Background: an optimization exercise with open tools, aiming at small area. Do not read the settings as production practice. Only simulation tests tie the RTL to the original design; equivalence was not proved. Power figures rest on the tool's default switching activity, not on a simulated workload.

== umber ==
// rv_core
module rv_core (
	input  logic				i_clk,
	input  logic				i_rstn,
	output logic [32-1:0]	o_imem_addr,
	input  logic [32-1:0]	i_imem_data,
	output logic				o_dmem_re,
	output logic				o_dmem_we,
	output logic [32-1:0]	o_dmem_addr,
	output logic [32-1:0]	o_dmem_wdata,
	input  logic [32-1:0]	i_dmem_rdata,
	output logic				o_retire_valid,
	output logic [32-1:0]	o_retire_pc,
	output logic [4:0]			o_retire_rd,
	output logic				o_retire_we,
	output logic [32-1:0]	o_retire_value
);
Size: about 1,600 cells after synthesis, about 240 I/O pins, ~26,000 sq um of cells after synthesis.
Settings: LEC_CHECK=0, CAP_MARGIN=20, CORE_MARGIN=2, CORE_UTILIZATION=65, SETUP_SLACK_MARGIN=0.2, SLEW_MARGIN=20, SYNTH_HIERARCHICAL=1; clock period 10.0 ns.
standard.sh (not shown) runs the stock make flow with config.mk's settings and CLKGATE_MAP_FILE= SYNTH_SCRIPT=/design/flow/synth_recipe.tcl, a recipe that flattens the netlist after the stock synthesis.
==> flow/flow/run.sh <==
#!/bin/bash
cp standard.sh standard_sh_copy.txt 2>/dev/null
cp config.mk config_mk_copy.txt 2>/dev/null
export BUFFER_PORTS_ARGS="-buffer_cell sky130_fd_sc_hd__buf_1"
export CTS_ARGS="-sink_clustering_enable -repair_clock_nets -dont_use_dummy_load -buf_list sky130_fd_sc_hd__clkbuf_8 -sink_clustering_size 18 -sink_clustering_max_diameter 50"
bash standard.sh > standard.log 2>&1
Input-level comparison between nickel and umber:
==> flow/flow/run.sh <==
#!/bin/bash
export BUFFER_PORTS_ARGS="-buffer_cell sky130_fd_sc_hd__buf_1"
export CTS_ARGS="-sink_clustering_enable -repair_clock_nets -dont_use_dummy_load -buf_list sky130_fd_sc_hd__clkbuf_8 -sink_clustering_size 20 -sink_clustering_max_diameter 40"
bash standard.sh > standard.log 2>&1
==> comparison <==
Comparing nickel and umber, the lower core occupancy in the finished layout is on umber. The post-layout total power reported for nickel is greater than that of umber by about 2.2%. Cmp nickel and umber / met2 routing resource usage after global routing / lower: nickel. Diff umber -> nickel | post-route standard cell area excluding fillers | increase of about 0.7%. Average wire per cell in the routed design: nickel vs umber down 1.1%. Taking umber as the reference, in nickel final clock period utilization by the worst path fell 0.23 points; wire length of the first global-routing pass fell about 0.44%; clock skew rose 0.019 ns.
Edits applied to the flow inputs when going from nickel to quartz:
==> flow/flow/run.sh <==
#!/bin/bash
export BUFFER_PORTS_ARGS="-buffer_cell sky130_fd_sc_hd__buf_1"
export CTS_ARGS="-sink_clustering_enable -repair_clock_nets -dont_use_dummy_load -buf_list sky130_fd_sc_hd__clkbuf_4 -sink_clustering_size 10 -sink_clustering_max_diameter 30"
bash standard.sh > standard.log 2>&1
Findings:
- | final worst hold slack | nickel vs quartz | ≈ equal |
- Setup slack: quartz worse than nickel
- Final critical-path share of the clock period is higher on quartz
- Across both runs, final core area utilization was lower for quartz than for nickel.
- Row area added between synthesis and finish: quartz lower / nickel higher
- Reported for quartz and nickel, full die area turned out identical to the last digit.
- In quartz the sequential share of layout area turned out 0.39 points higher than in nickel.

========
Another version of the RTL of rv_core (not shown whole).
For scale: about 1,600 cells after synthesis, roughly 240 I/O pins, ~26,000 µm² of cells after synthesis.
==> flow/config.mk <==
export PLATFORM = sky130hd
export DESIGN_NAME = rv_core
export DESIGN_NICKNAME = rv_core
export VERILOG_FILES = /design/flow/design.v
export SDC_FILE = /design/flow/constraint.sdc
export NUM_CORES = 4
export LEC_CHECK = 0
export CAP_MARGIN = 20
export CORE_MARGIN = 2
export CORE_UTILIZATION = 65
export SETUP_SLACK_MARGIN = 0.2
export SLEW_MARGIN = 20
export SYNTH_HIERARCHICAL = 1
==> flow/constraint.sdc <==
create_clock -name core_clock -period 10.0 [get_ports {i_clk}]
set_input_delay 2.0000 -clock core_clock [delete_from_list [all_inputs] [get_ports {i_clk}]]
set_output_delay 2.0000 -clock core_clock [all_outputs]
set_load 0.01 [all_outputs]
==> flow/flow/run.sh <==
#!/bin/bash
export BUFFER_PORTS_ARGS="-buffer_cell sky130_fd_sc_hd__buf_1"
export CTS_ARGS="-sink_clustering_enable -repair_clock_nets -dont_use_dummy_load -buf_list sky130_fd_sc_hd__clkbuf_8 -sink_clustering_size 18 -sink_clustering_max_diameter 50"
bash standard.sh > standard.log 2>&1
The starting point went through all stages and came out clean.
Edit:
==> flow/flow/run.sh (replaced) <==
#!/bin/bash
export BUFFER_PORTS_ARGS="-buffer_cell sky130_fd_sc_hd__buf_1"
export CTS_ARGS="-sink_clustering_enable -repair_clock_nets -dont_use_dummy_load -buf_list {sky130_fd_sc_hd__clkbuf_4 sky130_fd_sc_hd__clkbuf_8 sky130_fd_sc_hd__clkbuf_16} -sink_clustering_size 12 -sink_clustering_max_diameter 40"
bash standard.sh > standard.log 2>&1
Result:
- The new run produced a clean layout
- power goes up by a quarter to a third
- final cell count goes up slightly
- die area does not change
- hold slack barely changes
- core utilization goes up by 4.3 points
- routed wire length goes up by a quarter to a third
- sequential share of layout area goes down by 4.6 points

========
rv_core again, from the RTL that the note above started with.
==> flow/config.mk <==
export PLATFORM = sky130hd
export DESIGN_NAME = rv_core
export DESIGN_NICKNAME = rv_core
export VERILOG_FILES = /design/flow/design.v
export SDC_FILE = /design/flow/constraint.sdc
export NUM_CORES = 4
export LEC_CHECK = 0
export CAP_MARGIN = 20
export CORE_MARGIN = 2
export CORE_UTILIZATION = 65
export SETUP_SLACK_MARGIN = 0.2
export SLEW_MARGIN = 20
export SYNTH_HIERARCHICAL = 1
==> flow/constraint.sdc <==
create_clock -name core_clock -period 10.0 [get_ports {i_clk}]
set_input_delay 2.0000 -clock core_clock [delete_from_list [all_inputs] [get_ports {i_clk}]]
set_output_delay 2.0000 -clock core_clock [all_outputs]
set_load 0.01 [all_outputs]
==> flow/flow/run.sh <==
#!/bin/bash
export BUFFER_PORTS_ARGS="-buffer_cell sky130_fd_sc_hd__buf_1"
export CTS_ARGS="-sink_clustering_enable -repair_clock_nets -dont_use_dummy_load -buf_list sky130_fd_sc_hd__clkbuf_8 -sink_clustering_size 22 -sink_clustering_max_diameter 70"
bash standard.sh > standard.log 2>&1
Next try:
==> flow/flow/run.sh (replaced) <==
#!/bin/bash
export BUFFER_PORTS_ARGS="-buffer_cell sky130_fd_sc_hd__buf_1"
export CTS_ARGS="-sink_clustering_enable -repair_clock_nets -dont_use_dummy_load -buf_list sky130_fd_sc_hd__clkbuf_8 -sink_clustering_size 20 -sink_clustering_max_diameter 60"
bash standard.sh > standard.log 2>&1
What happened:
- The changed run completed with no timing, DRC or antenna violations
- total power goes up by about 1.6%
- clock-buffer cell count goes up by 8
- setup slack is worse by 0.065 ns
- design area goes up by about 0.4%
- fmax goes down by about 0.7%
- global-route usage goes up by 0.22 points
- die area stays the same
- via count stays flat
- clock power goes up by about 6%
- routed wire length goes up by 0.50%
- synthesized cell count does not change

## separate check: timing with driven ports
How much do the figures lean on ideal ports? The routed layouts below were timed once more, with nothing changed but the port constraints. Step 1 assumes that a clkbuf_16 drives the clock port and a buf_2 every other input. Step 2, shift: input delay + t, output delay - t, t = (earliest + latest rising clock arrival at the registers) / 2. This alone moves slack from input paths to output paths. Slacks: ideal ports / drivers / drivers and shift; pairs: ideal ports / drivers.
| run | t (ns) | setup slack, ns | worst setup path after step 2 | clock arrival spread, ns | worst data-port slew with drivers (ns) |
|---|---|---|---|---|---|
| umber | 0.645 | 0.833 / 0.804 / 0.804 | input to output | 0.116 / 0.115 | 0.09 |
| nickel | 0.671 | 0.857 / 0.827 / 0.827 | input to output | 0.112 / 0.112 | 0.08 |
| quartz | 0.818 | 0.786 / 0.756 / 0.756 | input to output | 0.112 / 0.112 | 0.08 |
| the first run of note 2 | 0.652 | 0.848 / 0.797 / 0.797 | input to output | 0.108 / 0.108 | 0.12 |
| the second run of note 2 | 0.669 | 0.749 / 0.709 / 0.709 | input to output | 0.087 / 0.087 | 0.13 |
| the first run of note 3 | 0.687 | 0.848 / 0.799 / 0.799 | input to output | 0.108 / 0.108 | 0.14 |
| the second run of note 3 | 0.655 | 0.784 / 0.732 / 0.732 | input to output | 0.116 / 0.115 | 0.12 |
After both steps every run listed still meets setup and hold. For the second run of note 3, which loses most, drivers alone change the setup slack by -0.052 ns; drivers and shift together by -0.052 ns.
